Context: an optimization exercise on an open-source flow, tuned for small area, a short achievable clock period and few clock cycles. The choices shown serve that exercise and are no tape-out recipe. No run shown here included a check of the RTL's function; only the layout flow was run. Power figures rest on the tool's default switching activity, not on a simulated workload.

**run.sh**
```bash
#!/bin/bash
# synth_recipe.tcl (not shown) runs the flow's synth.tcl, then flattens the netlist and writes it again
# the make line also repeats each setting of config.mk as NAME=value (left out here)
make -C /OpenROAD-flow-scripts/flow DESIGN_CONFIG=/design/flow/config.mk WORK_HOME=/design/flow/orfs CLKGATE_MAP_FILE= SYNTH_SCRIPT=/design/flow/synth_recipe.tcl finish
```
**constraint.sdc**
```tcl
create_clock -name core_clock -period 5.0 [get_ports {clk}]
set_input_delay 1.0000 -clock core_clock [delete_from_list [all_inputs] [get_ports {clk}]]
set_output_delay 1.0000 -clock core_clock [all_outputs]
set_load 0.01 [all_outputs]
```
**design.v**
```verilog
module midpoint_circle_generator #(
  parameter int COORD_BITS  = 16,
  parameter int RADIUS_BITS = 14
) (
  input  logic                   clk,
  input  logic                   rst,
  input  logic                   cmd_valid,
  output logic                   cmd_ready,
  input  logic                   cmd_action,
  input  logic [COORD_BITS-1:0]  cmd_center_x,
  input  logic [COORD_BITS-1:0]  cmd_center_y,
  input  logic [RADIUS_BITS-1:0] cmd_radius,
  input  logic                   cmd_fill,
  input  logic                   pix_ready,
  output logic                   pix_valid,
  output logic [COORD_BITS:0]    pix_x_start,
  output logic [COORD_BITS:0]    pix_y_start,
  output logic [COORD_BITS:0]    pix_x_end,
  output logic [COORD_BITS:0]    pix_y_end,
  output logic                   pix_last_of_item,
  output logic                   pix_circle_done
);
  localparam int EB = 16;   
  localparam int SB = COORD_BITS + 1;
  logic                   valid;
  logic                   start;
  logic                   fill;
  logic [2:0]             k;
  logic [COORD_BITS-1:0]  cx;
  logic [COORD_BITS-1:0]  cy;
  logic [RADIUS_BITS-1:0] x;
  logic [RADIUS_BITS-1:0] y;
  logic signed [EB-1:0]   e;
  logic                   running;
  logic                   last;
  logic                   free;
  logic                   accept;
  logic                   take_start;
  logic                   take_step;
  logic                   p;
  logic [RADIUS_BITS-1:0] x_nx;
  logic [RADIUS_BITS-1:0] y_nx;
  logic [EB-1:0]          e_nx;
  assign running = (x < y);
  always_comb begin
    if (start) last = fill ? (k == 3'd1) : (k == 3'd3);
    else       last = fill ? (k == 3'd3) : (k == 3'd7);
  end
  assign free       = !valid || (last && pix_ready);
  assign cmd_ready  = free;
  assign accept     = cmd_valid && free;
  assign take_start = accept && !cmd_action;
  assign take_step  = accept && cmd_action && running;
  assign p    = !e[EB-1];
  assign x_nx = x + 1'b1;
  assign y_nx = y - p;
  assign e_nx = e + {1'b0, x_nx, 1'b1} - (p ? {1'b0, y_nx, 1'b0} : 16'd0);
  always_ff @(posedge clk) begin
    if (rst) begin
      valid <= 1'b0;
      k     <= 3'd0;
      y     <= '0;
    end else if (take_start) begin
      valid <= 1'b1;
      k     <= 3'd0;
      y     <= cmd_radius;
    end else if (take_step) begin
      valid <= 1'b1;
      k     <= 3'd0;
      y     <= y_nx;
    end else if (valid && pix_ready) begin
      valid <= !last;
      k     <= k + 1'b1;
    end
  end
  always_ff @(posedge clk) begin
    if (take_start) begin
      start <= 1'b1;
      fill  <= cmd_fill;
      cx    <= cmd_center_x;
      cy    <= cmd_center_y;
      x     <= '0;
      e     <= -({2'b00, cmd_radius});
    end else if (take_step) begin
      start <= 1'b0;
      x     <= x_nx;
      e     <= e_nx;
    end
  end
  logic swap, xs_neg, ys_neg, xe_neg, ye_neg;
  always_comb begin
    swap = 1'b0; xs_neg = 1'b0; ys_neg = 1'b0; xe_neg = 1'b0; ye_neg = 1'b0;
    if (start && fill) begin
      if (k[0]) begin
        swap = 1'b0; xs_neg = 1'b0; ys_neg = 1'b0; xe_neg = 1'b0; ye_neg = 1'b1;
      end else begin
        swap = 1'b1; xs_neg = 1'b0; ys_neg = 1'b0; xe_neg = 1'b1; ye_neg = 1'b0;
      end
    end else if (start) begin
      case (k[1:0])
        2'd0:    begin swap = 1'b1; xs_neg = 1'b0; ys_neg = 1'b0; end
        2'd1:    begin swap = 1'b1; xs_neg = 1'b1; ys_neg = 1'b0; end
        2'd2:    begin swap = 1'b0; xs_neg = 1'b0; ys_neg = 1'b0; end
        default: begin swap = 1'b0; xs_neg = 1'b0; ys_neg = 1'b1; end
      endcase
      xe_neg = xs_neg; ye_neg = ys_neg;
    end else if (fill) begin
      swap   = k[1];
      xs_neg = k[1];
      xe_neg = !k[1];
      ys_neg = k[0] ^ k[1];
      ye_neg = k[0] ^ k[1];
    end else begin
      swap   = k[2];
      xs_neg = k[0] ^ k[2];
      ys_neg = k[1] ^ k[2];
      xe_neg = xs_neg;
      ye_neg = ys_neg;
    end
  end
  logic [SB-1:0] cx_e, cy_e, ox, oy, x_add, x_sub, y_add, y_sub;
  assign cx_e  = {cx[COORD_BITS-1], cx};
  assign cy_e  = {cy[COORD_BITS-1], cy};
  assign ox    = {3'b000, (swap ? y : x)};
  assign oy    = {3'b000, (swap ? x : y)};
  assign x_add = cx_e + ox;
  assign x_sub = cx_e - ox;
  assign y_add = cy_e + oy;
  assign y_sub = cy_e - oy;
  assign pix_valid        = valid;
  assign pix_x_start      = xs_neg ? x_sub : x_add;
  assign pix_y_start      = ys_neg ? y_sub : y_add;
  assign pix_x_end        = xe_neg ? x_sub : x_add;
  assign pix_y_end        = ye_neg ? y_sub : y_add;
  assign pix_last_of_item = last;
  assign pix_circle_done  = !running;
endmodule
```
**config.mk**
```make
export PLATFORM = sky130hd
export DESIGN_NAME = midpoint_circle_generator
export DESIGN_NICKNAME = midpoint_circle_generator
export VERILOG_FILES = /design/flow/design.v
export SDC_FILE = /design/flow/constraint.sdc
export NUM_CORES = 4
export LEC_CHECK = 0
export CAP_MARGIN = 20
export CORE_MARGIN = 2
export CORE_UTILIZATION = 40
export SLEW_MARGIN = 20
```
==> results of run 1 <==
sequential cells by signal, indices dropped and copies added (netlist names):
name,count
cx,16
cy,16
e,16
x,14
y,14
k,3
fill,1
start,1
valid,1
final timing paths:
path | from | end
setup / recovery | fill | pix_x_end[15]
hold reg to reg | y[12] | y[12]
hold / removal | y[12] | y[12]
setup reg to reg | y[0] | e[15]
cell families after synthesis:
logic type,after synthesis
AO/OA/AOI/OAI,307
XOR/XNOR,109
adder cells (fa/ha/maj),116
buffers and inverters,198
flip-flops,82
multiplexers,49
AND/OR/NAND/NOR,319
routing by layer:
metal  vias to the layer above  wire (µm)
met2                       227      12780
met3                        46       1174
met4                         0        716
met1                      4210      12920
li1                       4453          -
met5                         -          0
synth_stat cells (all sizes together), types with 12 or more instances:
cell      n  area share
a21o     17       0.013
a21oi    89       0.047
a31oi    15      0.0098
and3     12      0.0078
buf      28       0.017
clkbuf   33       0.013
dfxtp    33       0.069
edfxtp   49        0.15
fa       18       0.038
ha       98        0.13
inv     137       0.054
mux2     14       0.016
mux2i    35       0.038
nand2    81       0.032
nand3    28       0.015
nor2    113       0.045
nor2b    13      0.0085
nor3     26       0.014
o21a     12      0.0094
o21ai    68       0.037
xnor2    86       0.079
xor2     23       0.021
repair_timing:
action	4_1_cts	5_1_grt
gates resized for setup	111	112
setup endpoints to repair	42	45
pin swaps	19	31
buffers inserted	8	11
cloned	0	1
placed cells by master, fill, tap and decap left out, types with 11 or more instances in the layout:
cell               n
dfxtp_1           31
a31oi_1           11
xnor2_1           86
o21a_1            12
clkdlybuf4s50_1   79
o21ai_1           14
buf_4             90
xor2_1            23
fa_1              16
mux2i_1           34
inv_1            127
ha_1              84
nand2_1           79
o21ai_0           41
nor2_1           108
nand3_1           26
nor3_1            21
dlygate4sd2_1     13
a21oi_1           76
buf_2             11
and3_1            12
edfxtp_1          49
clkbuf_2          11
a21o_1            17
a21oi_2           11
final cells by class:
class / instances / area share
Sequential cell: 82 / 0.1732
Clock buffer: 12 / 0.02081
Inverter: 137 / 0.04173
Clock inverter: 4 / 0.003960
Tap cell: 319 / 0.03239
Multi-Input combinational cell: 900 / 0.5746
Timing Repair Buffer: 218 / 0.1533
metrics by stage:
step / cells / area (µm²) / utilization / setup WS (ps)
detailed placement: 1636 / 11510 / 0.4902 / -195.0
finish: 1672 / 12320 / 0.5250 / 73.95
CTS: 1660 / 11990 / 0.5108 / 0.8522
floorplan: 1180 / 9564 / - / 440.8
global route: 1672 / 12320 / 0.5250 / -147.0
global placement: 1636 / 11510 / 0.4902 / -79.13
critical path, stage by stage, from the launching register on:
cell      delay, ps
edfxtp_1        450
buf_6           150
o31ai_2         220
buf_4           150
a21oi_4          60
buf_12          150
buf_8           120
mux2_4          310
ha_4            270
nor2b_2          40
or4_4           420
o211ai_2        180
buf_4           150
o221ai_4        140
a221oi_4        300
mux2i_1         120
xnor2_1         180
buf_2           150
power groups by stage:
stage / sequential [mW] / combinational [mW] / clock, mW
after floorplan: 1.05 / 3.56 / 0
after global placement: 1.10 / 5.13 / 0
after detailed placement: 1.10 / 5.17 / 0
after CTS: 1.09 / 5.22 / 0.735
after global routing: 1.11 / 5.99 / 0.757
final: 1.09 / 5.37 / 0.715
==> results.sh, run 1 <==
export IMPL_synth_fa_ha_area_frac=0.1659
export IMPL_syn_area_per_cell_um2=8.105
export IMPL_ff_latch_area_um2=2135
export IMPL_leakage_nw=5.177
export IMPL_core_area_um2=23470
export IMPL_power_density_nw_per_um2=582.5
export IMPL_period_needed_ps=4926
export IMPL_first_global_vias=8524
export IMPL_n_antenna_cell=0
export IMPL_async_flop_share=0
export IMPL_internal_power_mw=3.889
export IMPL_syn_inst=1180
export IMPL_ys_flop_type="edfxtp_1"
export IMPL_rows=56
export IMPL_synth_top_family_by_area="compound AO/OA/AOI/OAI gates"
export IMPL_initial_core_util=0.4075
export IMPL_met2_usage=0.3568
export IMPL_hold_viol_final=0
export IMPL_post_route_drc_count=0
export IMPL_synth_seq_area_share=0.2229
export IMPL_grt_max_degree=65
export IMPL_portBuffers=123
export IMPL_dr_pass1_iters=5
export IMPL_drt_iter0_markers=449
export IMPL_ys_ff_latch=82
export IMPL_rsz0062_at_grt="true"
export IMPL_slew_headroom=0.2917
export IMPL_worst_hold_slack_ps=503.9
export IMPL_nNetsFinal=1516
export IMPL_power_mw=7.179
export IMPL_synth_simple_area_share=0.1550
export IMPL_synth_area_um2=9564
export IMPL_cap_violations=0
export IMPL_final_period_utilization=0.9852
export IMPL_critical_path_max_fanout=8
export IMPL_power_frac_clock=0.100
export IMPL_worst_slew_pin_slew_ps=1063
export IMPL_outcome="complete, no violations"
export IMPL_cts_buffer_depth=2
export IMPL_grt_use_met1=0.3042
export IMPL_fmax_ghz=0.2030
export IMPL_multi_input_area_um2=7081
export IMPL_fin_tns_setup_ps=0
export IMPL_finClkSkew_ps=7.431
export IMPL_grt_first_pass_wirelength_mm=43.58
export IMPL_whs_path_depth=2
export IMPL_post_drt_via_cell_ratio=5.344
export IMPL_power_frac_comb=0.748
export IMPL_root_buffer="clkbuf_16"
export IMPL_p_sw_mw=3.290
export IMPL_gp_congestion=0.9146
export IMPL_path_class="reg -> out"
export IMPL_dieArea_um2=25160
export IMPL_via_count=8936
export IMPL_numCtsBuffers=9
export IMPL_cts_sinks=82
export IMPL_rrSetupSlack_ps=530
export IMPL_synth_compound_area_frac=0.2185
export IMPL_top_usage_layer="met2"
export IMPL_die_x_um=158.6
export IMPL_synth_mux_area_frac=0.05442
export IMPL_io_pins=124
export IMPL_startpoint_type="register"
export IMPL_synth_warnings=1
export IMPL_reg2regPathDepth=20
export IMPL_cp_required_ps=4000
export IMPL_met3_usage=0.01606
export IMPL_cts_hold_buf=0
export IMPL_cts_tree="yes"
export IMPL_gr_total_overflow=0
export IMPL_track_usage=0.2182
export IMPL_synth_edf_count=49
export IMPL_vdd_drop_max_uv=268.0
export IMPL_ant_nets=0
export IMPL_pwr_share_seq=0.152
export IMPL_wl_per_cell_um=16.50
export IMPL_die_h_um=158.6
export IMPL_syn_num_nets=1348
export IMPL_min_path_type="reg -> reg"
export IMPL_htreeDepth=3
export IMPL_drive_above_1_share=0.1944
export IMPL_fillers=2234
export IMPL_yosys_cell_types_count=85
export IMPL_setup_viol_count_final=0
export IMPL_wl_mm=27.60
export IMPL_endpoint_kind="output pin"
export IMPL_antenna_found_initial=0
export IMPL_hpwl_mm=21.06
export IMPL_cp_arrival_ps=3930
export IMPL_slew_violations=0
export IMPL_clock_latency_ps=350
export IMPL_synthXorXnorAreaFrac=0.09982
export IMPL_area_delta_synth_final_pct=28.85
export IMPL_clkTransAtPathRegs_ps=70
export IMPL_swShare=0.4583
==> run 2, diff against run 1 <==
--- a/design.v
+++ b/design.v
@@ -24,6 +24,6 @@
   localparam int SB = COORD_BITS + 1;
-  logic                   valid;
+  logic                   jv;       
   logic                   start;
   logic                   fill;
-  logic [2:0]             k;
+  logic [2:0]             k;        
   logic [COORD_BITS-1:0]  cx;
@@ -32,5 +32,7 @@
   logic [RADIUS_BITS-1:0] y;
-  logic signed [EB-1:0]   e;
+  logic [EB-1:0]          e;
   logic                   running;
   logic                   last;
+  logic                   load;
+  logic                   give;
   logic                   free;
@@ -48,3 +50,5 @@
   end
-  assign free       = !valid || (last && pix_ready);
+  assign load       = !pix_valid || pix_ready;
+  assign give       = jv && load;
+  assign free       = !jv || (last && load);
   assign cmd_ready  = free;
@@ -59,16 +63,19 @@
     if (rst) begin
-      valid <= 1'b0;
-      k     <= 3'd0;
-      y     <= '0;
+      jv <= 1'b0;
+      y  <= '0;
     end else if (take_start) begin
-      valid <= 1'b1;
-      k     <= 3'd0;
-      y     <= cmd_radius;
+      jv <= 1'b1;
+      y  <= cmd_radius;
     end else if (take_step) begin
-      valid <= 1'b1;
-      k     <= 3'd0;
-      y     <= y_nx;
-    end else if (valid && pix_ready) begin
-      valid <= !last;
-      k     <= k + 1'b1;
+      jv <= 1'b1;
+      y  <= y_nx;
+    end else if (give && last) begin
+      jv <= 1'b0;
+    end
+  end
+  always_ff @(posedge clk) begin
+    if (take_start || take_step) begin
+      k <= 3'd0;
+    end else if (give) begin
+      k <= k + 1'b1;
     end
@@ -129,9 +136,19 @@
   assign y_sub = cy_e - oy;
-  assign pix_valid        = valid;
-  assign pix_x_start      = xs_neg ? x_sub : x_add;
-  assign pix_y_start      = ys_neg ? y_sub : y_add;
-  assign pix_x_end        = xe_neg ? x_sub : x_add;
-  assign pix_y_end        = ye_neg ? y_sub : y_add;
-  assign pix_last_of_item = last;
-  assign pix_circle_done  = !running;
+  always_ff @(posedge clk) begin
+    if (rst) begin
+      pix_valid <= 1'b0;
+    end else if (load) begin
+      pix_valid <= jv;
+    end
+  end
+  always_ff @(posedge clk) begin
+    if (give) begin
+      pix_x_start      <= xs_neg ? x_sub : x_add;
+      pix_y_start      <= ys_neg ? y_sub : y_add;
+      pix_x_end        <= xe_neg ? x_sub : x_add;
+      pix_y_end        <= ye_neg ? y_sub : y_add;
+      pix_last_of_item <= last;
+      pix_circle_done  <= !running;
+    end
+  end
 endmodule
--- a/config.mk
+++ b/config.mk
@@ -10,2 +10,3 @@
 export CORE_UTILIZATION = 40
+export SETUP_SLACK_MARGIN = 2.4
 export SLEW_MARGIN = 20
==> results.sh, run 2 <==
export IMPL_layout_common_cells="buf_4, clkdlybuf4s50_1, edfxtp_1"
export IMPL_track_usage=0.2329
export IMPL_ant_nets=0
export IMPL_startpoint_type="register"
export IMPL_endpoint_kind="register"
export IMPL_synthTopCellsByArea="edfxtp_1, ha_1, dfxtp_1, xnor2_1, a21oi_1"
export IMPL_fmax_ghz=0.2487
export IMPL_cts_tree="yes"
export IMPL_cts_hold_buf=0
export IMPL_mostFrequentLayoutCell="buf_4"
export IMPL_antenna_found_initial=0
export IMPL_cap_violations=0
export IMPL_die_h_um=172.7
export IMPL_n_antenna_cell=0
export IMPL_syn_inst=1237
export IMPL_post_drt_via_cell_ratio=5.511
export IMPL_clock_latency_ps=450
export IMPL_vdd_drop_max_uv=384.4
export IMPL_fin_ws_ps=979.4
export IMPL_grt_first_pass_wirelength_mm=55.19
export IMPL_portBuffers=123
export IMPL_grt_max_degree=35
export IMPL_wl_per_cell_um=19.32
export IMPL_syn_num_nets=1406
export IMPL_nNetsFinal=1722
export IMPL_power_frac_clock=0.097
export IMPL_outcome="complete, no violations"
export IMPL_synth_most_common_cell="inv_1"
export IMPL_ys_flop_type="edfxtp_1"
export IMPL_critical_path_max_fanout=3
export IMPL_synth_edf_count=117
export IMPL_ff_latch_area_um2=4220
export IMPL_root_buffer="clkbuf_16"
export IMPL_largest_registers="pix_x_start: 17 flops, pix_y_start: 17 flops"
export IMPL_worst_hold_slack_ps=526.6
export IMPL_post_route_drc_count=0
export IMPL_leakage_nw=6.896
export IMPL_async_flop_share=0
export IMPL_cts_sinks=151
export IMPL_rows=61
export IMPL_slew_violations=0
export IMPL_p_sw_mw=5.469
export IMPL_dieArea_um2=29820
export IMPL_multi_input_area_um2=8458
export IMPL_core_area_um2=27930
export IMPL_period_needed_ps=4021
export IMPL_wl_mm=37.55
export IMPL_syn_area_per_cell_um2=9.200
export IMPL_internal_power_mw=7.373
export IMPL_dp_cells=1695
export IMPL_dpl_worst_slack_ps=905.4
export IMPL_hpwl_mm=22.00
export IMPL_numCtsBuffers=17
export IMPL_synth_common_cells="inv_1, edfxtp_1, nor2_1, ha_1, a21oi_1"
export IMPL_min_path_type="reg -> reg"
export IMPL_rsz0062_at_grt="true"
export IMPL_path_class="reg -> reg"
export IMPL_initial_core_util=0.4074
export IMPL_ys_ff_latch=151
export IMPL_cts_buffer_depth=2
export IMPL_instances_no_fill=1944
export IMPL_synth_area_leader_cell="edfxtp_1"
export IMPL_synth_seq_area_share=0.3685
export IMPL_swShare=0.4259
export IMPL_dr_pass1_iters=5
export IMPL_io_pins=124
export IMPL_final_period_utilization=0.8041
export IMPL_yosys_cell_types_count=70
export IMPL_power_frac_comb=0.726
export IMPL_cp_required_ps=5280
export IMPL_power_density_nw_per_um2=718.1
export IMPL_synth_warnings=1
export IMPL_drt_iter0_markers=828
export IMPL_finClkSkew_ps=15.69
export IMPL_htreeDepth=4
export IMPL_postLayoutCoreUtil=0.6402
export IMPL_pwr_share_seq=0.177
export IMPL_gp_congestion=0.8895
export IMPL_synth_area_um2=11380
export IMPL_die_x_um=172.7
export IMPL_first_global_vias=10244
export IMPL_synth_top_area_frac=0.3087
export IMPL_area_delta_synth_final_pct=57.12
export IMPL_fin_tns_setup_ps=0
export IMPL_drive_above_1_share=0.3729
export IMPL_gr_total_overflow=0
export IMPL_worst_slew_pin_slew_ps=948.8
export IMPL_setup_viol_count_final=0
export IMPL_clkTransAtPathRegs_ps=70
export IMPL_hold_viol_final=0
export IMPL_via_count=10714
export IMPL_cp_arrival_ps=4300
export IMPL_fillers=2136
export IMPL_slew_headroom=0.3655
[run 2: cell types whose count changed in the layout (fill, tap and decap cells not counted), moves of 18 or more]
cell             before  now
a21oi_1              76   58
a21oi_2              11   32
clkdlybuf4s50_1      79  121
o21ai_0              41   23
inv_1               127  102
nor2_1              108   81
buf_6                 1   70
ha_1                 84   51
o21ai_1              14   33
edfxtp_1             49  117
ha_4                  6   39
xnor2_1              86   68
buf_4                90  126
[run 2: timing repair]
item,4_1_cts,5_1_grt
setup endpoints to repair,163,163
pin swaps,92,89
buffers inserted,144,59
gates resized for setup,245,187
cloned,12,2
[run 2: area by class of cell]
class	instances	share of cell area
timing repair inverter	2	0.001399
clock inverter	15	0.006577
inverter	128	0.02939
sequential	151	0.2360
multi-input combinational	903	0.4730
timing repair buffer	350	0.2034
clock buffer	17	0.02379
tap	378	0.02645
[run 2: routing by layer]
metal,vias to the layer above,routed length [µm],part of all wire,track usage
met5,-,0,0,0
met4,0,1131,0.030,0.08934
met3,70,2143,0.057,0.03122
met2,428,18390,0.49,0.3937
met1,5210,15890,0.42,0.3039
li1,5006,-,-,-
[run 2: power by group through the flow]
stage	sequential, mW	clock [mW]	combinational [mW]
after detailed placement	2.26	0	6.18
after global routing	2.30	1.32	10.0
final	2.27	1.25	9.32
after global placement	2.26	0	6.11
after floorplan	2.29	0	4.72
after CTS	2.24	1.27	8.15
[run 2: final timing paths]
path	end	slack (ps)	startpoint	cells past startpoint
worst min-delay path	pix_valid	530	jv	2
worst min register to register	pix_valid	530	jv	2
worst max register to register	y[6]	980	e[15]	25
worst max-delay path	y[6]	980	e[15]	25
[run 2: cell families (layout without fill, tap and decap cells)]
logic type / count (synthesis) / after routing / synth area share
flip-flops: 151 / 151 / 0.3685
AND/OR/NAND/NOR: 328 / 328 / 0.1359
AO/OA/AOI/OAI: 301 / 301 / 0.1651
adder cells (fa/ha/maj): 117 / 117 / 0.1405
XOR/XNOR: 106 / 106 / 0.08157
multiplexers: 51 / 51 / 0.04650
buffers and inverters: 183 / 512 / 0.06190
[run 2: metrics by stage]
step | instance area (µm²) | power (mW)
floorplan | 12100 | 7.012
global placement | 13530 | 8.367
detailed placement | 13530 | 8.441
CTS | 16540 | 11.66
global route | 17880 | 13.63
finish | 17880 | 12.84
[run 2: critical path, stage by stage, from the launching register on]
cell      delay [ps]
edfxtp_1         470
clkinv_4          80
ha_4             130
ha_4             120
or3b_4           390
nor2_4           140
nand2_2          100
buf_4            140
buf_4            120
buf_4            120
buf_4            130
buf_4            120
buf_4            120
buf_4            120
buf_4            120
buf_4            130
buf_4            120
buf_4            120
buf_4            130
buf_4            120
buf_4            120
buf_4            120
buf_4            120
buf_4            130
o211ai_1         210
a21oi_1          110
==> run 3, diff against run 2 <==
--- a/config.mk
+++ b/config.mk
@@ -10,3 +10,2 @@
 export CORE_UTILIZATION = 40
-export SETUP_SLACK_MARGIN = 2.4
 export SLEW_MARGIN = 20
==> results.sh, run 3 <==
export IMPL_grt_max_degree=41
export IMPL_worst_slew_pin_slew_ps=997.0
export IMPL_n_antenna_cell=0
export IMPL_ys_flop_type="edfxtp_1"
export IMPL_io_pins=124
export IMPL_leakage_nw=5.335
export IMPL_cts_hold_buf=0
export IMPL_power_density_nw_per_um2=675.7
export IMPL_final_period_utilization=0.9315
export IMPL_post_drt_via_cell_ratio=5.309
export IMPL_synth_common_cells="inv_1, edfxtp_1, nor2_1, ha_1, a21oi_1"
export IMPL_vdd_drop_max_uv=291.3
export IMPL_die_h_um=172.7
export IMPL_syn_num_nets=1406
export IMPL_drive_above_1_share=0.05917
export IMPL_cts_tree="yes"
export IMPL_period_needed_ps=4658
export IMPL_synth_top_area_frac=0.3087
export IMPL_dr_pass1_iters=5
export IMPL_die_x_um=172.7
export IMPL_hpwl_mm=21.66
export IMPL_syn_area_per_cell_um2=9.200
export IMPL_min_path_type="reg -> reg"
export IMPL_track_usage=0.1937
export IMPL_ctsResizeCount=0
export IMPL_dpl_worst_slack_ps=419.0
export IMPL_synth_area_leader_cell="edfxtp_1"
export IMPL_clkTransAtPathRegs_ps=70
export IMPL_root_buffer="clkbuf_16"
export IMPL_fin_tns_setup_ps=0
export IMPL_worst_hold_slack_ps=519.5
export IMPL_startpoint_type="register"
export IMPL_area_delta_synth_final_pct=19.46
export IMPL_synth_most_common_cell="inv_1"
export IMPL_fin_ws_ps=342.5
export IMPL_cts_setup_buffers=0
export IMPL_synthTopCellsByArea="edfxtp_1, ha_1, dfxtp_1, xnor2_1, a21oi_1"
export IMPL_wl_per_cell_um=16.60
export IMPL_synth_seq_area_share=0.3685
export IMPL_synth_warnings=1
export IMPL_initial_core_util=0.4074
export IMPL_slew_violations=0
export IMPL_first_global_vias=8847
export IMPL_htreeDepth=4
export IMPL_numCtsBuffers=17
export IMPL_post_route_drc_count=0
export IMPL_dp_cells=1698
export IMPL_gr_total_overflow=0
export IMPL_critical_path_max_fanout=19
export IMPL_instances_no_fill=1730
export IMPL_portBuffers=123
export IMPL_cts_buffer_depth=2
export IMPL_gp_congestion=0.8559
export IMPL_core_area_um2=27930
export IMPL_cp_arrival_ps=4840
export IMPL_clock_latency_ps=440
export IMPL_yosys_cell_types_count=70
export IMPL_via_count=9184
export IMPL_synth_edf_count=117
export IMPL_dieArea_um2=29820
export IMPL_antenna_found_initial=0
export IMPL_cp_required_ps=5180
export IMPL_rsz0062_at_grt="false"
export IMPL_setup_viol_count_final=0
export IMPL_layout_common_cells="inv_1, clkdlybuf4s50_1, edfxtp_1"
export IMPL_rows=61
export IMPL_drt_iter0_markers=701
export IMPL_largest_registers="pix_x_start: 17 flops, pix_y_start: 17 flops"
export IMPL_outcome="complete, no violations"
export IMPL_endpoint_kind="register"
export IMPL_fmax_ghz=0.2147
export IMPL_cts_sinks=151
export IMPL_hold_viol_final=0
export IMPL_async_flop_share=0
export IMPL_syn_inst=1237
export IMPL_grt_first_pass_wirelength_mm=46.53
export IMPL_ant_nets=0
export IMPL_wl_mm=28.71
export IMPL_nNetsFinal=1508
export IMPL_path_class="reg -> reg"
export IMPL_fillers=2648
export IMPL_finClkSkew_ps=11.63
export IMPL_slew_headroom=0.3339
export IMPL_synth_area_um2=11380
export IMPL_ys_ff_latch=151
export IMPL_cap_violations=0
==> run 3: logic make-up after synthesis <==
| logic type | count (synthesis) | synth area share |
|---|---|---|
| buffers and inverters | 183 | 0.06190 |
| AO/OA/AOI/OAI | 301 | 0.1651 |
| multiplexers | 51 | 0.04650 |
| adder cells (fa/ha/maj) | 117 | 0.1405 |
| XOR/XNOR | 106 | 0.08157 |
| flip-flops | 151 | 0.3685 |
| AND/OR/NAND/NOR | 328 | 0.1359 |
==> run 3: worst max-delay path: stages (launching register included) <==
cell	delay (ps)
dfxtp_1	500
inv_1	110
ha_1	200
or3_1	340
a21oi_1	160
a31o_2	390
nand2_1	200
o21ai_0	230
ha_1	260
inv_1	60
fa_1	390
nor2b_1	160
o21ai_0	250
a31oi_1	130
a2bb2oi_1	190
a211oi_1	500
mux2i_1	180
xnor2_1	160
==> run 3: metal layers <==
| metal | routed length (µm) | global-route usage | vias to the layer above | part of all wire |
|---|---|---|---|---|
| met1 | 13460 | 0.2690 | 4316 | 0.47 |
| li1 | - | - | 4558 | - |
| met4 | 703 | 0.06850 | 0 | 0.024 |
| met2 | 13020 | 0.3082 | 269 | 0.45 |
| met3 | 1531 | 0.02858 | 41 | 0.053 |
| met5 | 0 | 0 | - | 0 |
==> run 3: layout make-up <==
cell class	count	area (µm²)	share of cell area
clock buffer	18	429.2	0.03157
clock inverter	14	172.7	0.01270
inverter	128	480.5	0.03534
multi-input combinational	903	6490	0.4774
sequential	151	4194	0.3085
tap	378	473.0	0.03479
timing repair buffer	138	1356	0.09976
==> run 3: final timing paths <==
kind | from | end | slack (ps) | cells after the start
max | k[0] | pix_y_end[14] | 340 | 17
min | jv | pix_valid | 520 | 2
max reg2reg | k[0] | pix_y_end[14] | 340 | 17
min reg2reg | jv | pix_valid | 520 | 2
==> run 3: per-stage QoR <==
step | area (µm²) | util | power [mW]
finish | 13600 | 0.4867 | 9.186
global route | 13600 | 0.4867 | 9.975
CTS | 13600 | 0.4867 | 9.203
detailed placement | 12990 | 0.4652 | 7.806
global placement | 12990 | 0.4652 | 7.741
floorplan | 11380 | - | 6.290
==> run 3: power breakdown <==
group	switching [mW]	internal, mW	leakage, nW
clock network	0.573	0.791	0.293
registers	0.231	2.00	1.37
logic	3.12	2.47	3.67

-- port drivers added, routing unchanged --
In the flow no input, the clock included, has a driving cell. The finished layouts below were timed again as built, in two steps.
Step 1 assumes that a clkbuf_16 drives the clock port and a buf_2 every other input.
Step 2 also shifts input and output timing later by t, the mid clock arrival at the registers, as if the neighbouring blocks saw the same clock.
Three values: ideal ports, drivers, drivers and shift; two values: the first two.
run | t, ns | setup WS [ns] | latest minus earliest clock arrival (ns)
run 1 | 0.391 | 0.074 / 0.032 / 0.423 | 0.008 / 0.008
run 2 | 0.493 | 0.979 / 0.979 / 0.979 | 0.016 / 0.016
run 3 | 0.481 | 0.342 / 0.342 / 0.342 | 0.014 / 0.014
After both steps every run listed still meets setup and hold.
